What follows belongs to an exercise in optimizing a design on an open flow for small area; a production flow would make more cautious choices. In this exercise RTL edits were held to simulation tests only and were not proved equivalent to the original. No activity file was given, so power comes from the tool's default toggle rates.

<file path="flow/run.sh">
#!/bin/bash
# synth_recipe.tcl (not shown) runs the flow's synth.tcl, then flattens the netlist and writes it again
# the make line also repeats each setting of config.mk as NAME=value (left out here)
make -C /OpenROAD-flow-scripts/flow DESIGN_CONFIG=/design/flow/config.mk WORK_HOME=/design/flow/orfs CLKGATE_MAP_FILE= SYNTH_SCRIPT=/design/flow/synth_recipe.tcl finish
</file>
<file path="flow/config.mk">
export PLATFORM = sky130hd
export DESIGN_NAME = pulse_timing_top
export DESIGN_NICKNAME = pulse_timing_top
export VERILOG_FILES = /design/flow/design.v
export SDC_FILE = /design/flow/constraint.sdc
export NUM_CORES = 4
export LEC_CHECK = 0
export CAP_MARGIN = 20
export CORE_MARGIN = 2
export CORE_UTILIZATION = 40
export SLEW_MARGIN = 20
</file>
<file path="flow/constraint.sdc">
create_clock -name core_clock -period 6.0 [get_ports {clk_pll}]
set_input_delay 1.2000 -clock core_clock [delete_from_list [all_inputs] [get_ports {clk_pll}]]
set_output_delay 1.2000 -clock core_clock [all_outputs]
set_load 0.01 [all_outputs]
</file>
<file path="flow/design.v">
package pulse_pkg;
   typedef struct packed {
      logic [31:0] period;
      logic [31:0] sync_up;
      logic [31:0] p1width;
      logic [31:0] p2start;
      logic [31:0] att_down;
      logic [31:0] delay;
      logic [31:0] offres_delay;
      logic [6:0]  pp_pump;
      logic [6:0]  pp_probe;
      logic [6:0]  post_att;
      logic        double_pulse;
      logic        pump_on;
   } pulse_timing_t;
   typedef struct packed {
      logic [3:0]  addr;
      logic [31:0] data;
   } host_wr_t;
   typedef struct packed {
      logic        sync_on;
      logic        pulse_on;
      logic [6:0]  att1;
      logic [6:0]  att3;
      logic        record_start;
      logic        frame_start;
   } pulse_out_t;
endpackage
`timescale 1ns/1ps
module timing_loader
(
   input  logic          clk_pll,
   input  logic          resetn,
   input  logic          host_valid,
   input  pulse_pkg::host_wr_t      host_wr,
   output logic          host_ready,
   output logic          commit,
   output pulse_pkg::pulse_timing_t shadow,
   input  logic [2:0]    used
);
   logic        wr_acc;
   logic [31:0] wdata;
   logic [7:0]  fld_en;
   assign host_ready = (used != 3'(4));
   assign wr_acc     = host_valid && host_ready;
   assign commit     = wr_acc && (host_wr.addr == 4'd8);
   assign wdata = resetn ? 32'd0 : host_wr.data;
   always_comb begin
      for (int k = 0; k < 8; k++)
         fld_en[k] = resetn || (wr_acc && (host_wr.addr == 4'(k)));
   end
   always_ff @(posedge clk_pll) begin
      if (fld_en[4'd0])   shadow.period       <= wdata;
      if (fld_en[4'd1])  shadow.sync_up      <= wdata;
      if (fld_en[4'd2])  shadow.p1width      <= wdata;
      if (fld_en[4'd3])  shadow.p2start      <= wdata;
      if (fld_en[4'd4]) shadow.att_down     <= wdata;
      if (fld_en[4'd5])    shadow.delay        <= wdata;
      if (fld_en[4'd6])   shadow.offres_delay <= wdata;
      if (fld_en[4'd7]) begin
         shadow.pp_pump      <= wdata[0 +: 7];
         shadow.pp_probe     <= wdata[7 +: 7];
         shadow.post_att     <= wdata[14 +: 7];
         shadow.double_pulse <= wdata[21];
         shadow.pump_on      <= wdata[22];
      end
   end
endmodule
`timescale 1ns/1ps
module timing_fifo #(
   parameter int  WIDTH     = 1
) (
   input  logic     clk_pll,
   input  logic     resetn,
   input  logic     commit,
   input  logic [WIDTH-1:0] wdata,
   output logic     avail,
   output logic [WIDTH-1:0] head,
   input  logic     pop,
   output logic [2:0] used
);
   logic [WIDTH-1:0] mem [4];
   logic [1:0] wr_ptr;
   logic [1:0] rd_ptr;
   logic [2:0] count;
   logic       push;
   logic       credit_return;
   assign avail = (count != 3'd0);
   assign head  = mem[rd_ptr];
   assign used  = count + 3'(push) + 3'(credit_return);
   always_ff @(posedge clk_pll) begin
      if (commit) mem[wr_ptr] <= wdata;
   end
   always_ff @(posedge clk_pll) begin
      if (resetn) begin
         wr_ptr        <= '0;
         rd_ptr        <= '0;
         count         <= '0;
         push          <= 1'b0;
         credit_return <= 1'b0;
      end else begin
         if (commit) wr_ptr <= wr_ptr + 2'd1;
         if (pop)    rd_ptr <= rd_ptr + 2'd1;
         count         <= count + 3'(push) - 3'(pop);
         push          <= commit;
         credit_return <= pop;
      end
   end
endmodule
`timescale 1ns/1ps
module pulse_sequencer
(
   input  logic          clk_pll,
   input  logic          resetn,
   input  logic          avail,
   input  pulse_pkg::pulse_timing_t head,
   output logic          pop,
   input  logic          pump,
   output pulse_pkg::pulse_out_t    pulse
);
   function automatic logic lt32(input logic [31:0] a, input logic [31:0] b,
                                 input logic le);
      logic l;
      l = le;
      for (int i = 0; i < 32; i++)
         l = (~a[i] & b[i]) | (~a[i] & l) | (b[i] & l);
      lt32 = l;
   endfunction
   pulse_pkg::pulse_timing_t cur;
   logic          armed;
   logic [31:0]   counter;
   logic          at_zero;
   logic          frame_end;
   logic          restart;
   logic [31:0]   att3_end;
   logic [31:0]   offres_end;
   logic [31:0]   rec_begin;
   logic          offres_win;
   logic          lt_p1, le_p1, lt_p2, lt_su, gt_ad, lt_ad, lt_a3, gt_od, lt_oe, lt_rb;
   pulse_pkg::pulse_out_t    pulse_nxt;
   assign frame_end = armed && (counter == cur.period);
   assign restart   = !armed || frame_end;
   assign pop       = avail && restart;
   assign att3_end   = cur.sync_up - 32'(30);
   assign offres_end = cur.offres_delay + cur.p1width;
   assign rec_begin  = cur.sync_up + cur.delay;
   assign lt_su = lt32(counter, cur.sync_up, 1'b0);
   assign lt_p1 = lt32(counter, cur.p1width, 1'b0);
   assign le_p1 = lt32(counter, cur.p1width, 1'b1) && !(&cur.p1width);
   assign lt_p2 = lt32(counter, cur.p2start, 1'b0);
   assign gt_ad = lt32(cur.att_down, counter, 1'b0);
   assign lt_ad = lt32(counter, cur.att_down, 1'b0);
   assign lt_a3 = lt32(counter, att3_end, 1'b0);
   assign gt_od = lt32(cur.offres_delay, counter, 1'b0);
   assign lt_oe = lt32(counter, offres_end, 1'b0);
   assign lt_rb = lt32(counter, rec_begin, 1'b0);
   assign offres_win = cur.double_pulse && gt_od && lt_oe;
   always_comb begin
      pulse_nxt = '0;
      if (armed) begin
         pulse_nxt.sync_on = lt_su;
         if (lt_p1)      pulse_nxt.pulse_on = pump;
         else if (lt_p2) pulse_nxt.pulse_on = 1'b0;
         else if (lt_su) pulse_nxt.pulse_on = 1'b1;
         else            pulse_nxt.pulse_on = offres_win && !cur.pump_on;
         pulse_nxt.att1 = (le_p1 || gt_ad) ? cur.pp_pump : cur.pp_probe;
         pulse_nxt.att3 = (lt_a3 || gt_ad) ? cur.post_att : 7'd0;
         pulse_nxt.record_start = !lt_rb && lt_ad;
         pulse_nxt.frame_start  = at_zero;
      end
   end
   always_ff @(posedge clk_pll) begin
      if (resetn) begin
         armed   <= 1'b0;
         counter <= '0;
         at_zero <= 1'b1;
         pulse   <= '0;
      end else begin
         pulse <= pulse_nxt;
         if (pop) armed <= 1'b1;
         at_zero <= restart;
         if (restart) counter <= '0;
         else         counter <= counter + 32'd1;
      end
   end
   always_ff @(posedge clk_pll) begin
      if (pop) cur <= head;
   end
endmodule
`timescale 1ns/1ps
module pulse_timing_top
(
   input  logic       clk_pll,
   input  logic       resetn,
   input  logic       host_valid,
   input  logic [35:0] host_wr,
   output logic       host_ready,
   input  logic       pump,
   output logic [17:0] pulse
);
   logic          commit;
   pulse_pkg::pulse_timing_t shadow;
   logic [2:0]    used;
   logic          avail;
   pulse_pkg::pulse_timing_t head;
   logic          pop;
   timing_loader i_loader (
      .clk_pll    (clk_pll),
      .resetn     (resetn),
      .host_valid (host_valid),
      .host_wr    (host_wr),
      .host_ready (host_ready),
      .commit     (commit),
      .shadow     (shadow),
      .used       (used)
   );
   timing_fifo #(
      .WIDTH ($bits(shadow))
   ) i_fifo (
      .clk_pll (clk_pll),
      .resetn  (resetn),
      .commit  (commit),
      .wdata   (shadow),
      .avail   (avail),
      .head    (head),
      .pop     (pop),
      .used    (used)
   );
   pulse_sequencer i_seq (
      .clk_pll (clk_pll),
      .resetn  (resetn),
      .avail   (avail),
      .head    (head),
      .pop     (pop),
      .pump    (pump),
      .pulse   (pulse)
   );
endmodule
</file>
==> impl_metrics.toml, run 1 <==
[run_status]
outcome = "timing/DRC/antenna clean"

[floorplanning]
io_pins = 59
coreArea_mm2 = 0.1519
die_h_um = 395.2
chipWidth_um = 395.2
core.rowCount = 143
start_util_pct = 40.30
floorplan.die_area_mm2 = 0.1562

[setup_path]
setup.worst_path.start_class = "register"
critPathArrivalTime_ns = 6.16
worst_path_largest_cell_delay_ns = 0.54
crit_family = "compound AO/OA/AOI/OAI gates"
crit_buf_inv = 0
crit_required_ns = 6.64
crit_path_end_kind = "register"
ordered_cell_list_for_the_critical_path = "ha_1 -> nand3_1 -> nand3_1 -> or3_1 -> xnor2_1 -> o221ai_1 -> a311oi_1 -> o211ai_1 -> nand4_1 -> nand2_1 -> maj3_2 -> maj3_2 -> a211oi_1 -> a211oi_1 -> a311o_2 -> o31ai_1 -> or2_1 -> nor2_2"
slowest_stage = "sky130_fd_sc_hd__a311oi_1"
critical_path_peak_fanout = 7
critical_path_class = "reg2reg"

[timing]
hold_ws_ns = 0.4725
max_slew_violations = 0
rsz0062_at_grt = "no"
final_period_minus_worst_setup_slack_ns = 5.515
maximum_clock_skew_at_final_layout_ns = 0.03424
fmaxAchievable_mhz = 181.3
worst_slew_pin_slew_ns = 1.122
share_of_the_clock_period_used_by_the_worst_path_pct = 91.92
report.final.setup_viol = 0
timing.final.hold_violations = 0
max-slew-margin-rel_pct = 24.83

[global_route]
grt_antenna_before_repair = 13
largest_net_degree_at_the_start_of_global_routing = 152
grt_overflow = 0
first_global_vias = 31280
global_route_wire_length_before_repair_mm = 207.8
grt.total_usage_pct = 17.99

[clock_tree]
post_cts_resized = 0
cts_inserted_buffers = 147
postCtsHoldBufs = 0
clk_pin_slew_worst_paths_ns = 0.06
worstSkewPairLatency_ns = 0.77
clock-sinks = 1543
ctsHtreeMaxLevel = 4
clk_root_buffer_cell = "sky130_fd_sc_hd__clkbuf_16"
tritoncts = "yes"
max-clock-path-buffers = 3
cts_setup_buffers = 0

[logic_synthesis]
synth_area_mm2 = 0.06122
distinct_cell_type_count_after_synthesis = 91
synthTopCellsByArea = "sky130_fd_sc_hd__edfxtp_1 73%, sky130_fd_sc_hd__mux4_2 9.1%, sky130_fd_sc_hd__dfxtp_1 2.0%"
seq_area_frac_synth_pct = 74.69
average_size_of_a_mapped_cell_um2 = 18.35
synthFlopType = "sky130_fd_sc_hd__edfxtp_1"
top_cell_type_s_share_of_synthesized_area_pct = 72.69
mappedNetlistNets = 3453
syn-instance-count = 3337
synth_edf_count = 1482
netlist.top_cell.by_area = "sky130_fd_sc_hd__edfxtp_1"
ys_ff_latch = 1543
ys_async_sr_fraction_pct = 0
ys.warnings.count = 3

[power]
cellInternalPower_mw = 22.08
netSwitchingFraction_pct = 30.58
p_leak_nw = 22.09
worst_ir_drop_vdd_uv = 424.2
netSwitchingPower_mw = 9.728
part_of_the_power_in_registers_pct = 45.9
combPwrFrac_pct = 25.1
clkPwrFrac_pct = 29.0
powerDensity_mw_per_mm2 = 456.8
report.power.total_mw = 31.81

[routing]
routedLengthMet1_mm = 61.74
route.detailed.wl_per_inst_um = 24.95
drt_iter0_drc = 3121
viasPerCell = 5.515
drc_errors = 0
top_layer_used = "met4"
first_pass_iters = 7
vias = 31210
met2RoutedLength_mm = 67.83
drt_wl_total_mm = 141.2
detailroute.wirelength.met3_mm = 8.221
antenna_left = 0

[final_layout]
layout-drive-gt1-share_pct = 17.29
final_net_count = 3624
fill_cells = 12850
syn2layout_area_growth_pct = 13.75

[placed_design]
dp_hpwl_mm = 87.25
gp_congestion = 0.8794
io_buffer_count = 58

[flow_run]
drv_cap = 0

[min_path]
worstHoldPathType = "reg2reg"
## layout make-up
type	instances	area, µm²	area share, %
Clock buffer	193	4018	5.769
Inverter	101	379.1	0.5444
Clock inverter	74	777.0	1.116
Tap cell	2030	2540	3.647
Antenna cell	2	5.005	0.007187
Multi-Input combinational cell	1570	14720	21.14
Sequential cell	1543	45730	65.67
Timing Repair Buffer	145	1466	2.106
## kinds of logic (layout without fill, tap and decap cells)
| logic type | Yosys count | count (layout) | synth area share [%] |
|---|---|---|---|
| adders and majority gates | 155 | 155 | 2.892 |
| muxes | 249 | 249 | 9.122 |
| buffers and inverters | 224 | 513 | 1.433 |
| and+or+nand+nor | 560 | 560 | 4.650 |
| AOI/OAI and AO/OA | 459 | 459 | 5.099 |
| DFF | 1543 | 1543 | 74.69 |
| other | 0 | 2 | 0 |
| xor gates and xnor gates | 147 | 147 | 2.115 |
## tightest hold or removal path: stages (launching register included)
cell and delay [ns]:
sky130_fd_sc_hd__edfxtp_1 0.32, sky130_fd_sc_hd__inv_1 0.04, sky130_fd_sc_hd__nor2_2 0.08
## worst paths after layout
check / startpoint / to / slack (ns) / depth (start not counted)
max: i_seq.cur[184] / i_seq.pulse[7] / 0.48 / 18
min: i_seq.cur[3] / i_seq.pulse[3] / 0.47 / 2
max reg2reg: i_seq.cur[184] / i_seq.pulse[7] / 0.48 / 18
min reg2reg: i_seq.cur[3] / i_seq.pulse[3] / 0.47 / 2
## Yosys cell counts, drive strengths merged (13+ instances only)
cell    count
edfxtp   1482
mux4      247
nor2      137
xnor2     119
nand2     100
o21ai      95
a21oi      93
inv        92
maj3       79
clkbuf     75
ha         75
nor2b      67
nand3      62
dfxtp      61
nor3       51
buf        48
nand2b     43
a21o       33
o22ai      33
xor2       28
nand4      26
a211oi     24
a31oi      24
a22oi      15
nor4       15
and2       14
and3       13
o221ai     13
or3        13
## layout by cell type (no fill, tap or decap), types with 35 or more instances in the layout
master                            Yosys  layout
sky130_fd_sc_hd__ha_1                75      75
sky130_fd_sc_hd__clkbuf_1            75      35
sky130_fd_sc_hd__clkbuf_16            0     152
sky130_fd_sc_hd__a21oi_1             91      90
sky130_fd_sc_hd__mux4_2             247     247
sky130_fd_sc_hd__xnor2_1            119     118
sky130_fd_sc_hd__nand2_1            100     100
sky130_fd_sc_hd__nor2b_1             67      56
sky130_fd_sc_hd__nand2b_1            42      42
sky130_fd_sc_hd__inv_1               90      90
sky130_fd_sc_hd__nor2_1             129     128
sky130_fd_sc_hd__dfxtp_1             61      59
sky130_fd_sc_hd__nor3_1              49      49
sky130_fd_sc_hd__nand3_1             62      62
sky130_fd_sc_hd__edfxtp_1          1482    1482
sky130_fd_sc_hd__buf_4                2      68
sky130_fd_sc_hd__o21ai_0             81      81
sky130_fd_sc_hd__maj3_1              62      62
sky130_fd_sc_hd__clkdlybuf4s50_1      0      57
## sequential cells by signal, summed over array words and instances (netlist names)
register              cells
i_seq.at_zero             1
i_fifo.count              3
i_loader.shadow         247
i_seq.cur               247
i_seq.pulse              18
i_fifo.credit_return      1
i_fifo.rd_ptr             2
i_fifo.mem              988
i_seq.counter            32
i_fifo.push               1
i_fifo.wr_ptr             2
i_seq.armed               1
## through the flow
stage          TNS (ns)  instance area, µm²  utilization, %  worst slack [ns]  cells
2_1_floorplan   -0.7886               61340               -           -0.3408   3337
5_1_grt               0               69630           45.84            0.2018   5656
4_1_cts               0               69630           45.84            0.5408   5656
3_5_place_dp          0               64830           42.68            0.5828   5389
3_3_place_gp          0               64830           42.68            0.6159   5389
6_report              0               69640           45.84            0.4846   5658
## layer usage
layer,GRT usage (%),up-vias
met5,0,-
met2,29.09,963
met1,25.28,16310
met4,5.630,0
met3,2.558,183
li1,-,13760
## power groups by stage
stage          Combinational, mW  Clock [mW]  Sequential, mW
2_1_floorplan               6.08           0            14.2
3_3_place_gp                7.92           0            14.8
3_5_place_dp                7.97           0            14.8
4_1_cts                     8.02        9.42            14.6
5_1_grt                     8.74        9.80            14.7
6_report                    7.98        9.22            14.6
==> run 2: changes to the inputs <==
--- a/flow/config.mk
+++ b/flow/config.mk
@@ -10,2 +10,4 @@
 export CORE_UTILIZATION = 40
+export CTS_CLUSTER_DIAMETER = 80
+export CTS_CLUSTER_SIZE = 25
 export SLEW_MARGIN = 20
==> impl_metrics.toml, run 2 <==
[logic_synthesis]
ys_top_cells_by_count = "1482 x sky130_fd_sc_hd__edfxtp_1, 247 x sky130_fd_sc_hd__mux4_2, 129 x sky130_fd_sc_hd__nor2_1"
synthFlopType = "sky130_fd_sc_hd__edfxtp_1"
ys_ff_latch = 1543
mappedNetlistNets = 3453
ys.warnings.count = 3
seq_area_frac_synth_pct = 74.69
ys_async_sr_fraction_pct = 0
syn-instance-count = 3337
synth_area_mm2 = 0.06122
synth_edf_count = 1482
top_cell_type_s_share_of_synthesized_area_pct = 72.69
average_size_of_a_mapped_cell_um2 = 18.35
distinct_cell_type_count_after_synthesis = 91
most_repeated_cell_in_the_gate_level_netlist_after_synthesis = "sky130_fd_sc_hd__edfxtp_1"
synthTopCellsByArea = "sky130_fd_sc_hd__edfxtp_1 73%, sky130_fd_sc_hd__mux4_2 9.1%, sky130_fd_sc_hd__dfxtp_1 2.0%"
netlist.top_cell.by_area = "sky130_fd_sc_hd__edfxtp_1"

[power]
worst_ir_drop_vdd_uv = 405.5
clkPwrFrac_pct = 20.3
powerDensity_mw_per_mm2 = 422.2
combPwrFrac_pct = 28.2
part_of_the_power_in_registers_pct = 51.5
report.power.total_mw = 28.33
cellInternalPower_mw = 19.25
netSwitchingFraction_pct = 32.04
p_leak_nw = 20.83
netSwitchingPower_mw = 9.076

[min_path]
worstHoldPathType = "reg2reg"
min_delay_path_depth = 2

[final_layout]
layout.cells.most_common = "sky130_fd_sc_hd__edfxtp_1"
biggestRegsByFlops = "i_fifo.mem (988), i_loader.shadow (247), i_seq.cur (247)"
post_layout_nonfiller_instances = 5521
layout-drive-gt1-share_pct = 14.56
final_net_count = 3552
largest_register_ffs = 988
syn2layout_area_growth_pct = 9.596
largest_register = "i_fifo.mem"
postLayoutCellArea_mm2 = 0.06709
final_util_pct = 44.17
mostFrequentLayoutCells = "1482 x sky130_fd_sc_hd__edfxtp_1, 247 x sky130_fd_sc_hd__mux4_2, 128 x sky130_fd_sc_hd__nor2_1"

[timing]
hold_ws_ns = 0.4812
report.final.setup_viol = 0
max_slew_violations = 0
timing.final.hold_violations = 0
worst_slew_pin_slew_ns = 1.143
fin_tns_setup_ns = 0
max-slew-margin-rel_pct = 23.44
final_critical_path_setup_slack_ns = 0.4491
rsz0062_at_grt = "no"
maximum_clock_skew_at_final_layout_ns = 0.04669
share_of_the_clock_period_used_by_the_worst_path_pct = 92.52
fmaxAchievable_mhz = 180.2
final_period_minus_worst_setup_slack_ns = 5.551

[flow_run]
drv_cap = 0

[setup_path]
setup.worst_path.start_class = "register"
critical_path_class = "reg2reg"
worst_path_largest_cell_delay_ns = 0.55
ordered_cell_list_for_the_critical_path = "ha_1 -> nand3_1 -> nand3_1 -> or3_1 -> xnor2_1 -> o221ai_1 -> a311oi_1 -> o211ai_1 -> nand4_1 -> nand2_1 -> maj3_2 -> maj3_2 -> a211oi_1 -> a211oi_1 -> a311o_2 -> o31ai_1 -> or2_1 -> nor2_2"
crit_required_ns = 6.57
critical_path_peak_fanout = 7
critPathArrivalTime_ns = 6.13
r2r_cells = 18
crit_path_end_kind = "register"
slowest_stage = "sky130_fd_sc_hd__a311oi_1"

[floorplanning]
coreArea_mm2 = 0.1519
chipWidth_um = 395.2
core.rowCount = 143
start_util_pct = 40.30
floorplan.die_area_mm2 = 0.1562
die_h_um = 395.2
io_pins = 59

[routing]
drc_errors = 0
first_pass_iters = 6
drt_iter0_drc = 3134
vias = 30510
antenna_left = 0
viasPerCell = 5.526
route.detailed.wl_per_inst_um = 25.20
drt_wl_total_mm = 139.1

[clock_tree]
clk_pin_slew_worst_paths_ns = 0.10
cts_setup_buffers = 0
worstSkewPairLatency_ns = 0.71
cts_inserted_buffers = 74
tritoncts = "yes"
clk_root_buffer_cell = "sky130_fd_sc_hd__clkbuf_16"
ctsHtreeMaxLevel = 3
post_cts_resized = 0
clock-sinks = 1543
max-clock-path-buffers = 3
postCtsHoldBufs = 0

[placed_design]
gp_congestion = 0.8794
dp_hpwl_mm = 87.25
number_of_cells_after_detailed_placement = 5389
post_dp_cell_area_mm2 = 0.06483
io_buffer_count = 58
post_place_setup_slack_ns = 0.5828

[global_route]
global_route_wire_length_before_repair_mm = 204.5
grt.total_usage_pct = 17.66
first_global_vias = 30360
grt_overflow = 0
largest_net_degree_at_the_start_of_global_routing = 152
grt_antenna_before_repair = 12

[run_status]
outcome = "timing/DRC/antenna clean"
==> run 2: cell counts after synthesis <==
No cell type changed its count.
==> run 2: power groups by stage <==
stage	Sequential (mW)	Combinational (mW)	Clock, mW
4_1_cts	14.6	8.02	5.93
2_1_floorplan	14.2	6.08	0
3_3_place_gp	14.8	7.92	0
3_5_place_dp	14.8	7.97	0
6_report	14.6	7.99	5.76
5_1_grt	14.7	8.75	6.26
==> run 2: worst max-delay path, delay by kind of cell (launching register included) <==
family                     cells  cell delay (ns)
AOI/OAI and AO/OA              7             1.93
and+or+nand+nor                7             1.78
adders and majority gates      3             0.94
DFF                            1             0.51
xor gates and xnor gates       1             0.26
==> run 2: cell families (layout without fill, tap and decap cells) <==
kind of cell / after synthesis / in the layout / share of synthesized area (%)
flops: 1543 / 1543 / 74.69
compound gates: 459 / 459 / 5.099
fa+ha+maj: 155 / 155 / 2.892
buf+inv: 224 / 375 / 1.433
mux: 249 / 249 / 9.122
other cells: 0 / 3 / 0
xor+xnor: 147 / 147 / 2.115
simple gates: 560 / 560 / 4.650
==> run 2: final timing paths <==
kind / start / end / slack [ns]
max: i_seq.cur[184] / i_seq.pulse[6] / 0.45
min: i_seq.cur[3] / i_seq.pulse[3] / 0.48
max reg2reg: i_seq.cur[184] / i_seq.pulse[6] / 0.45
min reg2reg: i_seq.cur[3] / i_seq.pulse[3] / 0.48
==> run 2: layout make-up <==
class,count,area (µm²)
repair buffers,146,1478
multi-input cells,1570,14710
diodes,3,7.507
inverters,101,379.1
well taps,2030,2540
clock inverters,14,220.2
flip-flops and latches,1543,45730
fillers,13080,84810
clock buffers,114,2023
==> run 2: per-layer routing <==
| metal | wire, µm | part of all wire (%) | vias to the layer above | global-route usage, % |
|---|---|---|---|---|
| met5 | 0 | 0 | - | 0 |
| met4 | 2730 | 2.0 | 0 | 4.532 |
| met3 | 7080 | 5.1 | 126 | 1.932 |
| met2 | 67290 | 48 | 803 | 28.94 |
| met1 | 62030 | 45 | 16050 | 25.27 |
| li1 | - | - | 13530 | - |
==> run 3: changes to the inputs <==
--- a/flow/config.mk
+++ b/flow/config.mk
@@ -9,5 +9,5 @@
 export CORE_MARGIN = 2
-export CORE_UTILIZATION = 40
-export CTS_CLUSTER_DIAMETER = 80
-export CTS_CLUSTER_SIZE = 25
+export CORE_UTILIZATION = 60
+export CTS_CLUSTER_DIAMETER = 60
+export CTS_CLUSTER_SIZE = 30
 export SLEW_MARGIN = 20
==> impl_metrics.toml, run 3 <==
[run_status]
outcome = "timing/DRC/antenna clean"

[clock_tree]
tritoncts = "yes"
clock-sinks = 1543
clk_root_buffer_cell = "sky130_fd_sc_hd__clkbuf_16"
cts_inserted_buffers = 103
max-clock-path-buffers = 3
postCtsHoldBufs = 0
worstSkewPairLatency_ns = 0.72
clk_pin_slew_worst_paths_ns = 0.10
ctsHtreeMaxLevel = 3

[logic_synthesis]
ys_top_cells_by_count = "1482 x sky130_fd_sc_hd__edfxtp_1, 247 x sky130_fd_sc_hd__mux4_2, 129 x sky130_fd_sc_hd__nor2_1"
synth_edf_count = 1482
most_repeated_cell_in_the_gate_level_netlist_after_synthesis = "sky130_fd_sc_hd__edfxtp_1"
seq_area_frac_synth_pct = 74.69
ys_ff_latch = 1543
syn-instance-count = 3337
synthFlopType = "sky130_fd_sc_hd__edfxtp_1"
ys.warnings.count = 3
distinct_cell_type_count_after_synthesis = 91
synth_area_mm2 = 0.06122
synthTopCellsByArea = "sky130_fd_sc_hd__edfxtp_1 73%, sky130_fd_sc_hd__mux4_2 9.1%, sky130_fd_sc_hd__dfxtp_1 2.0%"
netlist.top_cell.by_area = "sky130_fd_sc_hd__edfxtp_1"
ys_async_sr_fraction_pct = 0
mappedNetlistNets = 3453
top_cell_type_s_share_of_synthesized_area_pct = 72.69
average_size_of_a_mapped_cell_um2 = 18.35

[global_route]
global_route_wire_length_before_repair_mm = 203.2
first_global_vias = 31760
grt_overflow = 0
grt_antenna_before_repair = 8
grt_most_used_layer = "met2"
largest_net_degree_at_the_start_of_global_routing = 109
gr-usage-met1_pct = 40.10
grt.total_usage_pct = 26.84
globalRouteMet2Util_pct = 42.55
use_met3_pct = 3.237

[flow_run]
drv_cap = 0

[min_path]
worstHoldPathType = "reg2reg"

[floorplanning]
io_pins = 59
floorplan.die_area_mm2 = 0.1046
chipWidth_um = 323.4
start_util_pct = 60.34
die_h_um = 323.4
core.rowCount = 117
coreArea_mm2 = 0.1014

[timing]
max-slew-margin-rel_pct = 24.95
hold_ws_ns = 0.4815
final_critical_path_setup_slack_ns = 0.4799
final_period_minus_worst_setup_slack_ns = 5.520
timing.final.hold_violations = 0
share_of_the_clock_period_used_by_the_worst_path_pct = 92.00
fin_tns_setup_ns = 0
rsz0062_at_grt = "no"
fmaxAchievable_mhz = 181.2
report.final.setup_viol = 0
worst_slew_pin_slew_ns = 1.121
maximum_clock_skew_at_final_layout_ns = 0.03778
max_slew_violations = 0

[setup_path]
crit_required_ns = 6.59
worst_path_largest_cell_delay_ns = 0.48
critPathArrivalTime_ns = 6.11
ordered_cell_list_for_the_critical_path = "ha_1 -> fa_1 -> a211oi_2 -> o21ai_1 -> a2111oi_1 -> buf_4 -> nor3_1 -> a21o_1 -> a21oi_1 -> o21ai_1 -> xor2_1 -> o21ai_0 -> o21ai_1 -> buf_4 -> a21boi_0 -> a41o_1 -> o21ai_0 -> a211oi_1 -> o32ai_1 -> buf_4 -> maj3_2 -> maj3_1 -> nand4_1 -> a31oi_1"
crit_path_end_kind = "register"
crit_buf_inv = 3
critical_path_class = "reg2reg"
slowest_stage = "sky130_fd_sc_hd__fa_1"
crit_family = "compound AO/OA/AOI/OAI gates"
critical_path_peak_fanout = 3
setup.worst_path.start_class = "register"

[routing]
antenna_left = 0
vias = 31470
first_pass_iters = 5
drc_errors = 0
drt_wl_total_mm = 138.3
route.detailed.wl_per_inst_um = 28.05
drt_iter0_drc = 3329
viasPerCell = 6.383

[final_layout]
biggestRegsByFlops = "i_fifo.mem (988), i_loader.shadow (247), i_seq.cur (247)"
syn2layout_area_growth_pct = 11.47
n_antenna_cell = 0
mostFrequentLayoutCells = "1482 x sky130_fd_sc_hd__edfxtp_1, 247 x sky130_fd_sc_hd__mux4_2, 129 x sky130_fd_sc_hd__nor2_1"
largest_register = "i_fifo.mem"
layout-drive-gt1-share_pct = 17.32
final_net_count = 3589
postLayoutCellArea_mm2 = 0.06824
largest_register_ffs = 988
layout.cells.most_common = "sky130_fd_sc_hd__edfxtp_1"

[placed_design]
gp_congestion = 0.9065
io_buffer_count = 58
post_place_setup_slack_ns = 0.5259
dp_hpwl_mm = 88.57
post_dp_cell_area_mm2 = 0.06408

[power]
report.power.total_mw = 30.80
worst_ir_drop_vdd_uv = 330.2
powerDensity_mw_per_mm2 = 451.4
p_leak_nw = 21.76
run 3: report_power, final:
part	leakage, nW	internal, mW	switching [mW]
Combinational	5.50	3.44	4.67
Sequential	14.3	13.4	1.21
Clock	1.95	3.75	4.36
run 3: worst register-to-register path, cell delays in order (launching register included):
cell                        delay (ns)
sky130_fd_sc_hd__edfxtp_1         0.42
sky130_fd_sc_hd__ha_1             0.24
sky130_fd_sc_hd__fa_1             0.49
sky130_fd_sc_hd__a211oi_2         0.26
sky130_fd_sc_hd__o21ai_1          0.19
sky130_fd_sc_hd__a2111oi_1        0.39
sky130_fd_sc_hd__buf_4            0.18
sky130_fd_sc_hd__nor3_1           0.07
sky130_fd_sc_hd__a21o_1           0.23
sky130_fd_sc_hd__a21oi_1          0.23
sky130_fd_sc_hd__o21ai_1          0.14
sky130_fd_sc_hd__xor2_1           0.28
sky130_fd_sc_hd__o21ai_0          0.14
sky130_fd_sc_hd__o21ai_1          0.13
sky130_fd_sc_hd__buf_4            0.14
sky130_fd_sc_hd__a21boi_0         0.18
sky130_fd_sc_hd__a41o_1           0.15
sky130_fd_sc_hd__o21ai_0          0.13
sky130_fd_sc_hd__a211oi_1         0.26
sky130_fd_sc_hd__o32ai_1          0.11
sky130_fd_sc_hd__buf_4            0.18
sky130_fd_sc_hd__maj3_2           0.30
sky130_fd_sc_hd__maj3_1           0.37
sky130_fd_sc_hd__nand4_1          0.10
sky130_fd_sc_hd__a31oi_1          0.09
run 3: kinds of logic (layout without fill, tap and decap cells):
family | after synthesis | in the layout | synth area share [%]
and+or+nand+nor | 560 | 560 | 4.650
xor gates and xnor gates | 147 | 147 | 2.115
DFF | 1543 | 1543 | 74.69
AOI/OAI and AO/OA | 459 | 459 | 5.099
adders and majority gates | 155 | 155 | 2.892
buffers and inverters | 224 | 449 | 1.433
muxes | 249 | 249 | 9.122
run 3: area by class of cell:
cell class / count / area [µm²]
Clock buffer: 107 / 2656
Clock inverter: 87 / 1493
Fill cell: 6614 / 33210
Inverter: 101 / 379.1
Multi-Input combinational cell: 1570 / 14720
Sequential cell: 1543 / 45730
Tap cell: 1368 / 1712
Timing Repair Buffer: 154 / 1546
run 3: stage by stage:
step           instances  util, %
2_1_floorplan       3337        -
3_3_place_gp        4735    63.16
3_5_place_dp        4735    63.16
4_1_cts             4929    67.25
5_1_grt             4930    67.26
6_report            4930    67.26
run 3: layer usage:
layer / part of all wire (%) / wire length (µm)
met1: 43 / 60010
met2: 48 / 66220
met3: 6.3 / 8776
met4: 2.4 / 3253
met5: 0 / 0
run 3: final timing paths:
check / cells past startpoint / end / slack, ns / startpoint
worst max register to register: 24 / i_seq.pulse[1] / 0.48 / i_seq.cur[183]
worst min register to register: 0 / i_fifo.mem[1][32] / 0.48 / i_loader.shadow[32]
worst min-delay path: 0 / i_fifo.mem[1][32] / 0.48 / i_loader.shadow[32]
worst max-delay path: 24 / i_seq.pulse[1] / 0.48 / i_seq.cur[183]
run 3: timing repair:
item / CTS / global route
buffers inserted: 0 / 1
gates resized for setup: 0 / 2
setup endpoints to repair: 0 / 1
endpoints found under the hold margin: 0 / 0
==> run 4: changes to the inputs <==
--- a/flow/config.mk
+++ b/flow/config.mk
@@ -9,5 +9,4 @@
 export CORE_MARGIN = 2
-export CORE_UTILIZATION = 60
-export CTS_CLUSTER_DIAMETER = 60
-export CTS_CLUSTER_SIZE = 30
+export CORE_UTILIZATION = 65
+export CTS_BUF_LIST = sky130_fd_sc_hd__clkbuf_4 sky130_fd_sc_hd__clkbuf_8
 export SLEW_MARGIN = 20
==> impl_metrics.toml, run 4 <==
[logic_synthesis]
ys.warnings.count = 3
distinct_cell_type_count_after_synthesis = 91
mappedNetlistNets = 3453
synth_edf_count = 1482
ys_ff_latch = 1543
average_size_of_a_mapped_cell_um2 = 18.35
ys_async_sr_fraction_pct = 0
seq_area_frac_synth_pct = 74.69
syn-instance-count = 3337
synth_area_mm2 = 0.06122
ys_top_cells_by_count = "1482 x sky130_fd_sc_hd__edfxtp_1, 247 x sky130_fd_sc_hd__mux4_2, 129 x sky130_fd_sc_hd__nor2_1"
synthTopCellsByArea = "sky130_fd_sc_hd__edfxtp_1 73%, sky130_fd_sc_hd__mux4_2 9.1%, sky130_fd_sc_hd__dfxtp_1 2.0%"
top_cell_type_s_share_of_synthesized_area_pct = 72.69
synthFlopType = "sky130_fd_sc_hd__edfxtp_1"
netlist.top_cell.by_area = "sky130_fd_sc_hd__edfxtp_1"
most_repeated_cell_in_the_gate_level_netlist_after_synthesis = "sky130_fd_sc_hd__edfxtp_1"

[final_layout]
biggestRegsByFlops = "i_fifo.mem (988), i_loader.shadow (247), i_seq.cur (247)"
largest_register_ffs = 988
layout.cells.most_common = "sky130_fd_sc_hd__edfxtp_1"
mostFrequentLayoutCells = "1482 x sky130_fd_sc_hd__edfxtp_1, 249 x sky130_fd_sc_hd__clkbuf_8, 247 x sky130_fd_sc_hd__mux4_2"
post_layout_nonfiller_instances = 5041
final_net_count = 3705
syn2layout_area_growth_pct = 12.58
fill_cells = 5395
largest_register = "i_fifo.mem"
layout-drive-gt1-share_pct = 21.18

[power]
report.power.total_mw = 31.75
p_leak_nw = 22.41
powerDensity_mw_per_mm2 = 460.7
worst_ir_drop_vdd_uv = 309.4

[setup_path]
setup.worst_path.start_class = "register"
crit_required_ns = 6.77
critPathArrivalTime_ns = 6.40
crit_path_end_kind = "register"
setup.reg_to_reg.worst_slack_ns = 0.37
critical_path_class = "reg2reg"
critical_path_peak_fanout = 3

[timing]
max-slew-margin-rel_pct = 26.36
maximum_clock_skew_at_final_layout_ns = 0.05095
report.final.setup_viol = 0
worst_slew_pin_slew_ns = 1.102
max_slew_violations = 0
fmaxAchievable_mhz = 177.6
rsz0062_at_grt = "no"
final_period_minus_worst_setup_slack_ns = 5.630
fin_tns_setup_ns = 0
share_of_the_clock_period_used_by_the_worst_path_pct = 93.83
timing.final.hold_violations = 0

[clock_tree]
clk_root_buffer_cell = "sky130_fd_sc_hd__clkbuf_8"
worstSkewPairLatency_ns = 0.91
max-clock-path-buffers = 3
clk_pin_slew_worst_paths_ns = 0.07
tritoncts = "yes"
ctsHtreeMaxLevel = 4
clock-sinks = 1543
cts_inserted_buffers = 226

[routing]
route.detailed.wl_per_inst_um = 28.00
drt_wl_total_mm = 141.2
drc_errors = 0
vias = 32540
viasPerCell = 6.454
antenna_left = 0
first_pass_iters = 6
drt_iter0_drc = 4261

[global_route]
grt_antenna_before_repair = 7
grt.total_usage_pct = 29.75
first_global_vias = 33610
global_route_wire_length_before_repair_mm = 209.5
grt_overflow = 0
largest_net_degree_at_the_start_of_global_routing = 83

[floorplanning]
core.rowCount = 112
chipWidth_um = 310.9
coreArea_mm2 = 0.09333
floorplan.die_area_mm2 = 0.09665
die_h_um = 310.9
start_util_pct = 65.59
io_pins = 59

[placed_design]
io_buffer_count = 58
gp_congestion = 0.9709
number_of_cells_after_detailed_placement = 4615
dp_hpwl_mm = 88.37

[min_path]
worstHoldPathType = "reg2reg"

[flow_run]
drv_cap = 0

[run_status]
outcome = "timing/DRC/antenna clean"
[run 4: final timing paths]
kind,startpoint,end,cells after the start
worst max-delay path,i_seq.cur[183],i_seq.pulse[1],22
worst min-delay path,i_loader.shadow[143],i_fifo.mem[2][143],0
worst max register to register,i_seq.cur[183],i_seq.pulse[1],22
worst min register to register,i_loader.shadow[143],i_fifo.mem[2][143],0
[run 4: layout make-up]
cell class                 instances  area (µm²)  share of cell area [%]
antenna                            1       2.502                0.003631
sequential                      1543       45730                   66.36
timing repair buffer             147        1582                   2.295
multi-input combinational       1570       14720                   21.35
inverter                         101       379.1                  0.5501
clock inverter                    90       865.8                   1.256
tap                             1254        1569                   2.277
clock buffer                     335        4073                   5.909
[run 4: through the flow]
step | cell area [µm²] | hold WS (ns) | util [%] | worst slack, ns
after detailed placement | 63970 | 0.4491 | 68.54 | 0.3237
after global placement | 63960 | 0.4594 | 68.53 | 0.1449
after CTS | 68900 | 0.4740 | 73.83 | 0.2514
after global routing | 68920 | 0.4803 | 73.84 | 0.01998
after floorplan | 61340 | 0.4057 | - | -0.3408
final | 68920 | 0.4810 | 73.84 | 0.3703
[run 4: critical path, stage by stage (launching register included)]
cell and delay (ns):
sky130_fd_sc_hd__edfxtp_1 0.39, sky130_fd_sc_hd__ha_1 0.23, sky130_fd_sc_hd__fa_1 0.49, sky130_fd_sc_hd__a211oi_2 0.25
sky130_fd_sc_hd__o21ai_1 0.19, sky130_fd_sc_hd__a2111oi_1 0.61, sky130_fd_sc_hd__nor3_1 0.20, sky130_fd_sc_hd__a21o_1 0.26
sky130_fd_sc_hd__a21oi_1 0.24, sky130_fd_sc_hd__o21ai_1 0.15, sky130_fd_sc_hd__xor2_1 0.24, sky130_fd_sc_hd__nor3_1 0.07
sky130_fd_sc_hd__o21ai_0 0.28, sky130_fd_sc_hd__a21boi_0 0.22, sky130_fd_sc_hd__a41o_1 0.16, sky130_fd_sc_hd__o21ai_0 0.13
sky130_fd_sc_hd__a211oi_1 0.25, sky130_fd_sc_hd__o32ai_1 0.11, sky130_fd_sc_hd__buf_4 0.17, sky130_fd_sc_hd__maj3_2 0.29
sky130_fd_sc_hd__maj3_1 0.39, sky130_fd_sc_hd__nand4_1 0.11, sky130_fd_sc_hd__a31oi_1 0.08
[run 4: cell families (layout without fill, tap and decap cells)]
logic type / Yosys count / in the layout / share of synthesized area, %
fa+ha+maj: 155 / 155 / 2.892
mux: 249 / 249 / 9.122
compound gates: 459 / 459 / 5.099
xor+xnor: 147 / 147 / 2.115
other cells: 0 / 1 / 0
flops: 1543 / 1543 / 74.69
buf+inv: 224 / 673 / 1.433
simple gates: 560 / 560 / 4.650
[run 4: what timing repair did]
action,CTS,global route
endpoints found under the setup margin,0,2
resized for setup,0,2
hold buffers,0,0
setup buffers,0,0
[run 4: routing by layer]
layer  GRT usage, %  vias up  share of wire (%)
met5              0        -                  0
met2          46.56     1624                 47
met4          8.740        0                2.3
li1               -    14000                  -
met3          6.218      234                9.5
met1          43.24    16680                 41
[run 4: where the power goes]
part,switching (mW),total (mW),internal [mW]
clock,3.95,8.97,5.02
combinational,4.72,8.18,3.46
sequential,1.21,14.6,13.4
==> run 5: changes to the inputs <==
--- a/flow/design.v
+++ b/flow/design.v
@@ -77,3 +77,7 @@
    output logic     avail,
-   output logic [WIDTH-1:0] head,
+   output logic [WIDTH-1:0] mem0,
+   output logic [WIDTH-1:0] mem1,
+   output logic [WIDTH-1:0] mem2,
+   output logic [WIDTH-1:0] mem3,
+   output logic [3:0] rd_oh,
    input  logic     pop,
@@ -83,3 +87,2 @@
    logic [1:0] wr_ptr;
-   logic [1:0] rd_ptr;
    logic [2:0] count;
@@ -88,3 +91,6 @@
    assign avail = (count != 3'd0);
-   assign head  = mem[rd_ptr];
+   assign mem0  = mem[0];
+   assign mem1  = mem[1];
+   assign mem2  = mem[2];
+   assign mem3  = mem[3];
    assign used  = count + 3'(push) + 3'(credit_return);
@@ -96,3 +102,3 @@
          wr_ptr        <= '0;
-         rd_ptr        <= '0;
+         rd_oh         <= 4'b0001;
          count         <= '0;
@@ -102,3 +108,3 @@
          if (commit) wr_ptr <= wr_ptr + 2'd1;
-         if (pop)    rd_ptr <= rd_ptr + 2'd1;
+         if (pop)    rd_oh  <= {rd_oh[2:0], rd_oh[3]};
          count         <= count + 3'(push) - 3'(pop);
@@ -115,3 +121,7 @@
    input  logic          avail,
-   input  pulse_pkg::pulse_timing_t head,
+   input  logic [3:0]    rd_oh,
+   input  pulse_pkg::pulse_timing_t mem0,
+   input  pulse_pkg::pulse_timing_t mem1,
+   input  pulse_pkg::pulse_timing_t mem2,
+   input  pulse_pkg::pulse_timing_t mem3,
    output logic          pop,
@@ -138,2 +148,3 @@
    logic          offres_win;
+   logic          lt_p1_q, lt_ad_q;
    logic          lt_p1, le_p1, lt_p2, lt_su, gt_ad, lt_ad, lt_a3, gt_od, lt_oe, lt_rb;
@@ -148,5 +159,5 @@
    assign lt_p1 = lt32(counter, cur.p1width, 1'b0);
-   assign le_p1 = lt32(counter, cur.p1width, 1'b1) && !(&cur.p1width);
+   assign le_p1 = (at_zero || lt_p1_q) && !(&cur.p1width);
    assign lt_p2 = lt32(counter, cur.p2start, 1'b0);
-   assign gt_ad = lt32(cur.att_down, counter, 1'b0);
+   assign gt_ad = !at_zero && !lt_ad_q;
    assign lt_ad = lt32(counter, cur.att_down, 1'b0);
@@ -176,2 +187,4 @@
          at_zero <= 1'b1;
+         lt_p1_q <= 1'b0;
+         lt_ad_q <= 1'b0;
          pulse   <= '0;
@@ -179,2 +192,4 @@
          pulse <= pulse_nxt;
+         lt_p1_q <= lt_p1;
+         lt_ad_q <= lt_ad;
          if (pop) armed <= 1'b1;
@@ -185,4 +200,8 @@
    end
-   always_ff @(posedge clk_pll) begin
-      if (pop) cur <= head;
+   logic [3:0] take;
+   assign take = rd_oh & {4{pop}};
+   always_ff @(posedge clk_pll) begin
+      cur <= (mem0 & {$bits(cur){take[0]}}) | (mem1 & {$bits(cur){take[1]}}) |
+             (mem2 & {$bits(cur){take[2]}}) | (mem3 & {$bits(cur){take[3]}}) |
+             (cur  & {$bits(cur){!pop}});
    end
@@ -204,3 +223,4 @@
    logic          avail;
-   pulse_pkg::pulse_timing_t head;
+   pulse_pkg::pulse_timing_t mem0, mem1, mem2, mem3;
+   logic [3:0]    rd_oh;
    logic          pop;
@@ -224,3 +244,7 @@
       .avail   (avail),
-      .head    (head),
+      .mem0    (mem0),
+      .mem1    (mem1),
+      .mem2    (mem2),
+      .mem3    (mem3),
+      .rd_oh   (rd_oh),
       .pop     (pop),
@@ -232,3 +256,7 @@
       .avail   (avail),
-      .head    (head),
+      .mem0    (mem0),
+      .mem1    (mem1),
+      .mem2    (mem2),
+      .mem3    (mem3),
+      .rd_oh   (rd_oh),
       .pop     (pop),
--- a/flow/config.mk
+++ b/flow/config.mk
@@ -9,4 +9,5 @@
 export CORE_MARGIN = 2
-export CORE_UTILIZATION = 65
-export CTS_BUF_LIST = sky130_fd_sc_hd__clkbuf_4 sky130_fd_sc_hd__clkbuf_8
+export CORE_UTILIZATION = 40
+export CTS_CLUSTER_DIAMETER = 100
+export CTS_CLUSTER_SIZE = 30
 export SLEW_MARGIN = 20
==> impl_metrics.toml, run 5 <==
[setup_path]
crit_required_ns = 6.53
critical_path_peak_fanout = 15
crit_buf_inv = 1
crit_family = "compound AO/OA/AOI/OAI gates"
crit_path_end_kind = "register"
critPathArrivalTime_ns = 5.58
r2r-start = "i_seq.cur[191]"
cpMostUsedCell = "sky130_fd_sc_hd__a31oi_1"
crit-reg2reg-capture = "i_seq.pulse[1]"
setup.worst_path.start_class = "register"
slowest_stage = "sky130_fd_sc_hd__dfxtp_1"
ordered_cell_list_for_the_critical_path = "ha_1 -> nand2_1 -> a2bb2oi_1 -> nor4b_1 -> nand2_1 -> a31oi_1 -> mux2i_1 -> maj3_1 -> a221oi_1 -> o21ai_1 -> a2111oi_0 -> buf_4 -> a211oi_1 -> o31ai_1 -> a22oi_1 -> a31oi_1 -> a31oi_1"
r2r_cells = 17
worst_path_largest_cell_delay_ns = 0.66
setup.reg_to_reg.worst_slack_ns = 0.95
critical_path_class = "reg2reg"

[timing]
maximum_clock_skew_at_final_layout_ns = 0.06169
fin_tns_setup_ns = 0
share_of_the_clock_period_used_by_the_worst_path_pct = 84.12
fmaxAchievable_mhz = 198.1
final_period_minus_worst_setup_slack_ns = 5.047
report.final.setup_viol = 0
max_slew_violations = 0
worst_slew_pin_slew_ns = 1.168
timing.final.hold_violations = 0
rsz0062_at_grt = "no"
max-slew-margin-rel_pct = 21.96

[final_layout]
final_net_count = 4255
largest_register_ffs = 988
biggestRegsByFlops = "i_fifo.mem (988), i_loader.shadow (247), i_seq.cur (247)"
mostFrequentLayoutCells = "1235 x sky130_fd_sc_hd__edfxtp_1, 310 x sky130_fd_sc_hd__dfxtp_1, 303 x sky130_fd_sc_hd__nand2_1"
layout.cells.most_common = "sky130_fd_sc_hd__edfxtp_1"
largest_register = "i_fifo.mem"
layout-drive-gt1-share_pct = 5.184
syn2layout_area_growth_pct = 8.645

[clock_tree]
ctsHtreeMaxLevel = 3
clk_pin_slew_worst_paths_ns = 0.11
clock-sinks = 1547
post_cts_resized = 0
worstSkewPairLatency_ns = 0.72
tritoncts = "yes"
clk_root_buffer_cell = "sky130_fd_sc_hd__clkbuf_16"
max-clock-path-buffers = 3
postCtsHoldBufs = 0
cts_inserted_buffers = 66
cts_setup_buffers = 0

[logic_synthesis]
synthFlopType = "sky130_fd_sc_hd__edfxtp_1"
top_cell_type_s_share_of_synthesized_area_pct = 61.61
seq_area_frac_synth_pct = 71.99
synth_edf_count = 1235
syn-instance-count = 4176
netlist.top_cell.by_area = "sky130_fd_sc_hd__edfxtp_1"
ys_top_cells_by_count = "1235 x sky130_fd_sc_hd__edfxtp_1, 312 x sky130_fd_sc_hd__dfxtp_1, 303 x sky130_fd_sc_hd__nand2_1"
ys_ff_latch = 1547
distinct_cell_type_count_after_synthesis = 87
ys_async_sr_fraction_pct = 0
synthTopCellsByArea = "sky130_fd_sc_hd__edfxtp_1 62%, sky130_fd_sc_hd__dfxtp_1 10%, sky130_fd_sc_hd__a221o_1 4.2%"
most_repeated_cell_in_the_gate_level_netlist_after_synthesis = "sky130_fd_sc_hd__edfxtp_1"
ys.warnings.count = 3
synth_area_mm2 = 0.06019
average_size_of_a_mapped_cell_um2 = 14.41
mappedNetlistNets = 4292

[global_route]
grt.total_usage_pct = 19.96
first_global_vias = 34490
global_route_wire_length_before_repair_mm = 229.0
grt_overflow = 0
largest_net_degree_at_the_start_of_global_routing = 133
grt_antenna_before_repair = 5

[floorplanning]
io_pins = 59
floorplan.die_area_mm2 = 0.1536
core.rowCount = 142
chipWidth_um = 391.9
coreArea_mm2 = 0.1496
die_h_um = 391.9
start_util_pct = 40.24

[routing]
drc_errors = 0
antenna_left = 0
met2RoutedLength_mm = 73.12
route.detailed.wl_per_inst_um = 25.06
detailroute.wirelength.met3_mm = 7.876
first_pass_iters = 5
vias = 35780
top_layer_used = "met4"
drt_wl_total_mm = 155.5
routedLengthMet1_mm = 70.10
viasPerCell = 5.767
drt_iter0_drc = 3838

[placed_design]
dp_hpwl_mm = 97.27
io_buffer_count = 58
gp_congestion = 0.9260

[run_status]
outcome = "timing/DRC/antenna clean"

[min_path]
whs_endpoint = "i_seq.pulse[7]"
min_delay_path_depth = 2
worstHoldPathType = "reg2reg"
worstHoldStart = "i_seq.cur[7]"

[power]
worst_ir_drop_vdd_uv = 285.1
report.power.total_mw = 28.62
p_leak_nw = 21.46
powerDensity_mw_per_mm2 = 437.7

[flow_run]
drv_cap = 0
run 5: cell types whose count changed after synthesis, moves of 16 or more:
cell                       delta
sky130_fd_sc_hd__nand2_1    +203
sky130_fd_sc_hd__a21oi_1     +46
sky130_fd_sc_hd__dfxtp_1    +251
sky130_fd_sc_hd__o21ai_0    +199
sky130_fd_sc_hd__nand3_1     -16
sky130_fd_sc_hd__edfxtp_1   -247
sky130_fd_sc_hd__a221o_1    +244
sky130_fd_sc_hd__a221oi_1    +43
sky130_fd_sc_hd__buf_1       -27
sky130_fd_sc_hd__a22oi_1    +205
sky130_fd_sc_hd__mux4_2     -247
sky130_fd_sc_hd__clkbuf_1   +152
run 5: cell families after synthesis:
logic type	synth area share, %
multiplexers	0.1663
buffers and inverters	2.095
adder cells (fa/ha/maj)	2.698
AO/OA/AOI/OAI	14.75
XOR/XNOR	2.110
flip-flops	71.99
AND/OR/NAND/NOR	6.190
run 5: metrics by stage:
| step | utilization, % | cell area, µm² | worst slack (ns) | std cells | hold slack [ns] |
|---|---|---|---|---|---|
| floorplan | - | 60200 | 0.5308 | 4176 | 0.4172 |
| global placement | 42.34 | 63330 | 1.148 | 6087 | 0.4318 |
| detailed placement | 42.34 | 63340 | 1.050 | 6087 | 0.4375 |
| CTS | 43.71 | 65390 | 0.9833 | 6202 | 0.4505 |
| global route | 43.71 | 65390 | 0.4543 | 6202 | 0.4796 |
| finish | 43.71 | 65400 | 0.9526 | 6204 | 0.4557 |
run 5: final cells by class:
cell class / count / area (µm²)
multi-input cells: 2296 / 15690
repair buffers: 137 / 1444
flip-flops and latches: 1547 / 43340
clock buffers: 104 / 1837
clock inverters: 11 / 217.7
fillers: 13390 / 84200
inverters: 91 / 341.6
diodes: 2 / 5.005
well taps: 2016 / 2522
run 5: worst min-delay path: cells and delay by family (launching register included):
family	cells	cell delay, ns
AOI/OAI and AO/OA	1	0.05
buffers and inverters	1	0.06
DFF	1	0.32
run 5: per-layer routing:
layer / vias to the layer above / GRT usage [%]
met1: 18360 / 28.47
met2: 976 / 32.10
met4: 0 / 6.322
li1: 16250 / -
met5: - / 0
met3: 187 / 2.087
run 5: where the power goes:
part	internal, mW	switching [mW]	leakage, nW	total (mW)
Clock	2.22	3.30	0.972	5.52
Combinational	3.77	5.12	6.41	8.89
Sequential	12.7	1.52	14.1	14.2
run 5: how the worst max path moves through the flow:
stage | startpoint | to | slack (ns) | cells past startpoint
3_3_place_gp | i_seq.cur[191] | i_seq.pulse[1] | 1.15 | 17
2_1_floorplan | i_fifo.push | i_fifo.mem[0][0] | 0.53 | 10
4_1_cts | i_seq.cur[191] | i_seq.pulse[1] | 0.98 | 17
3_5_place_dp | i_seq.cur[191] | i_seq.pulse[1] | 1.05 | 17
6_report | i_seq.cur[191] | i_seq.pulse[1] | 0.95 | 17
5_1_grt | i_seq.cur[191] | i_seq.pulse[1] | 0.45 | 17
==> run 6: changes to the inputs <==
--- a/flow/config.mk
+++ b/flow/config.mk
@@ -10,4 +10,4 @@
 export CORE_UTILIZATION = 40
-export CTS_CLUSTER_DIAMETER = 100
-export CTS_CLUSTER_SIZE = 30
+export CTS_CLUSTER_DIAMETER = 80
+export CTS_CLUSTER_SIZE = 25
 export SLEW_MARGIN = 20
==> impl_metrics.toml, run 6 <==
[power]
combPwrFrac_pct = 30.6
part_of_the_power_in_registers_pct = 49.0
cellInternalPower_mw = 18.99
netSwitchingFraction_pct = 34.53
powerDensity_mw_per_mm2 = 441.6
worst_ir_drop_vdd_uv = 292.4
p_leak_nw = 21.60
netSwitchingPower_mw = 10.02
clkPwrFrac_pct = 20.4

[timing]
fmaxAchievable_mhz = 198.7
hold_ws_ns = 0.4516
maximum_clock_skew_at_final_layout_ns = 0.04627
max_slew_violations = 0
timing.final.hold_violations = 0
share_of_the_clock_period_used_by_the_worst_path_pct = 83.87
fin_tns_setup_ns = 0
max-slew-margin-rel_pct = 18.66
worst_slew_pin_slew_ns = 1.218
report.final.setup_viol = 0
final_period_minus_worst_setup_slack_ns = 5.032
rsz0062_at_grt = "no"

[logic_synthesis]
most_repeated_cell_in_the_gate_level_netlist_after_synthesis = "sky130_fd_sc_hd__edfxtp_1"
ys_async_sr_fraction_pct = 0
seq_area_frac_synth_pct = 71.99
synthFlopType = "sky130_fd_sc_hd__edfxtp_1"
synthTopCellsByArea = "sky130_fd_sc_hd__edfxtp_1 62%, sky130_fd_sc_hd__dfxtp_1 10%, sky130_fd_sc_hd__a221o_1 4.2%"
ys.warnings.count = 3
top_cell_type_s_share_of_synthesized_area_pct = 61.61
synth_edf_count = 1235
synth_area_mm2 = 0.06019
ys_top_cells_by_count = "1235 x sky130_fd_sc_hd__edfxtp_1, 312 x sky130_fd_sc_hd__dfxtp_1, 303 x sky130_fd_sc_hd__nand2_1"
average_size_of_a_mapped_cell_um2 = 14.41
netlist.top_cell.by_area = "sky130_fd_sc_hd__edfxtp_1"
ys_ff_latch = 1547
syn-instance-count = 4176
mappedNetlistNets = 4292
distinct_cell_type_count_after_synthesis = 87

[routing]
drt_wl_total_mm = 156.0
antenna_left = 0
first_pass_iters = 6
vias = 35890
route.detailed.wl_per_inst_um = 25.04
drc_errors = 0
viasPerCell = 5.760
drt_iter0_drc = 3746

[clock_tree]
postCtsHoldBufs = 0
clk_root_buffer_cell = "sky130_fd_sc_hd__clkbuf_16"
max-clock-path-buffers = 3
worstSkewPairLatency_ns = 0.72
ctsHtreeMaxLevel = 3
clk_pin_slew_worst_paths_ns = 0.10
cts_inserted_buffers = 76
tritoncts = "yes"
clock-sinks = 1547
post_cts_resized = 0
cts_setup_buffers = 0

[global_route]
grt.total_usage_pct = 20.01
largest_net_degree_at_the_start_of_global_routing = 133
grt_overflow = 0
first_global_vias = 34750
global_route_wire_length_before_repair_mm = 229.7
grt_antenna_before_repair = 7

[placed_design]
io_buffer_count = 58
gp_congestion = 0.9260
dp_hpwl_mm = 97.27

[final_layout]
layout-drive-gt1-share_pct = 5.437
multiInputGateArea_mm2 = 0.01569
syn2layout_area_growth_pct = 9.136
biggestRegsByFlops = "i_fifo.mem (988), i_loader.shadow (247), i_seq.cur (247)"
sequential_cell_area_mm2 = 0.04334
mostFrequentLayoutCells = "1235 x sky130_fd_sc_hd__edfxtp_1, 310 x sky130_fd_sc_hd__dfxtp_1, 303 x sky130_fd_sc_hd__nand2_1"
largest_register_ffs = 988
layout.cells.most_common = "sky130_fd_sc_hd__edfxtp_1"
largest_register = "i_fifo.mem"
fill_cells = 13380
final_net_count = 4265

[setup_path]
worst_path_largest_cell_delay_ns = 0.66
slowest_stage = "sky130_fd_sc_hd__dfxtp_1"
critPathArrivalTime_ns = 5.57
critical_path_peak_fanout = 15
setup.worst_path.start_class = "register"
critical_path_class = "reg2reg"
crit_path_end_kind = "register"
ordered_cell_list_for_the_critical_path = "ha_1 -> nand2_1 -> a2bb2oi_1 -> nor4b_1 -> nand2_1 -> a31oi_1 -> mux2i_1 -> maj3_1 -> a221oi_1 -> o21ai_1 -> a2111oi_0 -> buf_4 -> a211oi_1 -> o31ai_1 -> a22oi_1 -> a31oi_1 -> a31oi_1"
crit_required_ns = 6.53
cpMostUsedCell = "sky130_fd_sc_hd__a31oi_1"
crit_family = "compound AO/OA/AOI/OAI gates"
crit_buf_inv = 1

[floorplanning]
coreArea_mm2 = 0.1496
io_pins = 59
die_h_um = 391.9
start_util_pct = 40.24
chipWidth_um = 391.9
core.rowCount = 142
floorplan.die_area_mm2 = 0.1536

[flow_run]
drv_cap = 0

[min_path]
worstHoldPathType = "reg2reg"

[run_status]
outcome = "timing/DRC/antenna clean"
-- run 6: cells by family after synthesis --
group,share of synthesized area (%)
adder cells (fa/ha/maj),2.698
AND/OR/NAND/NOR,6.190
flip-flops,71.99
multiplexers,0.1663
AO/OA/AOI/OAI,14.75
buffers and inverters,2.095
XOR/XNOR,2.110
-- run 6: worst reg2reg max path, stage by stage, from the launching register on --
cell,delay (ns)
sky130_fd_sc_hd__dfxtp_1,0.66
sky130_fd_sc_hd__ha_1,0.39
sky130_fd_sc_hd__nand2_1,0.15
sky130_fd_sc_hd__a2bb2oi_1,0.32
sky130_fd_sc_hd__nor4b_1,0.39
sky130_fd_sc_hd__nand2_1,0.11
sky130_fd_sc_hd__a31oi_1,0.31
sky130_fd_sc_hd__mux2i_1,0.14
sky130_fd_sc_hd__maj3_1,0.38
sky130_fd_sc_hd__a221oi_1,0.29
sky130_fd_sc_hd__o21ai_1,0.10
sky130_fd_sc_hd__a2111oi_0,0.39
sky130_fd_sc_hd__buf_4,0.20
sky130_fd_sc_hd__a211oi_1,0.08
sky130_fd_sc_hd__o31ai_1,0.44
sky130_fd_sc_hd__a22oi_1,0.20
sky130_fd_sc_hd__a31oi_1,0.21
sky130_fd_sc_hd__a31oi_1,0.10
-- run 6: area by class of cell --
type	instances	area share, %
repair buffers	137	2.198
well taps	2016	3.840
multi-input cells	2296	23.88
inverters	91	0.5200
clock buffers	128	3.257
diodes	2	0.007619
clock inverters	13	0.3200
flip-flops and latches	1547	65.97
-- run 6: stage by stage --
step / util [%] / area, µm² / worst slack [ns] / power (mW) / std cells
after global placement: 42.34 / 63330 / 1.148 / 23.10 / 6087
after detailed placement: 42.34 / 63340 / 1.050 / 23.24 / 6087
after global routing: 43.91 / 65690 / 0.4594 / 30.63 / 6228
after floorplan: - / 60200 / 0.5308 / 20.42 / 4176
final: 43.91 / 65690 / 0.9676 / 29.01 / 6230
after CTS: 43.91 / 65690 / 0.9852 / 29.09 / 6228
-- run 6: path summary, 6_finish.rpt --
path                                     start             end  cells past startpoint  slack (ns)
worst max-delay path            i_seq.cur[191]  i_seq.pulse[1]                     17        0.97
worst min-delay path              i_seq.cur[7]  i_seq.pulse[7]                      2        0.45
worst max register to register  i_seq.cur[191]  i_seq.pulse[1]                     17        0.97
worst min register to register    i_seq.cur[7]  i_seq.pulse[7]                      2        0.45
-- run 6: metal layers --
| metal | wire, µm | part of all wire (%) | track usage (%) |
|---|---|---|---|
| met1 | 69750 | 45 | 28.44 |
| met5 | 0 | 0 | 0 |
| met2 | 73200 | 47 | 32.44 |
| met3 | 8628 | 5.5 | 1.897 |
| met4 | 4444 | 2.8 | 6.378 |
-- run 6: power by group through the flow --
| stage | clock network (mW) | registers, mW | logic (mW) |
|---|---|---|---|
| finish | 5.91 | 14.2 | 8.89 |
| floorplan | 0 | 13.5 | 6.90 |
| global placement | 0 | 14.4 | 8.72 |
| detailed placement | 0 | 14.4 | 8.82 |
| global route | 6.42 | 14.3 | 9.88 |
| CTS | 6.04 | 14.2 | 8.87 |

[afterwards: timing with drivers on the ports]
No port has a modelled driver above. Below, the same layouts with a new extraction and two added sets of constraints.
Step 1: set_driving_cell puts a clkbuf_16 on clk_pll and a buf_2 on each other input, an assumption about the parent block.
Step 2 also shifts input and output timing later by t, the mid clock arrival at the registers, as if the neighbouring blocks saw the same clock.
Three values: ideal ports, drivers, drivers and shift; two values: the first two.
run | t, ns | setup slack, ns | worst hold slack (ns) | cell pins on the clock port's net
run 1 | 0.829 | 0.485 / 0.485 / 0.485 | 0.472 / 0.472 / 0.472 | 1
run 2 | 0.756 | 0.449 / 0.449 / 0.449 | 0.481 / 0.481 / 0.481 | 1
run 3 | 0.766 | 0.480 / 0.480 / 0.480 | 0.482 / 0.482 / 0.482 | 1
run 4 | 0.956 | 0.370 / 0.370 / 0.370 | 0.481 / 0.481 / 0.481 | 1
run 5 | 0.764 | 0.953 / 0.953 / 0.953 | 0.456 / 0.456 / 0.456 | 1
run 6 | 0.772 | 0.968 / 0.968 / 0.968 | 0.452 / 0.452 / 0.452 | 1
After both steps every run listed still meets setup and hold.
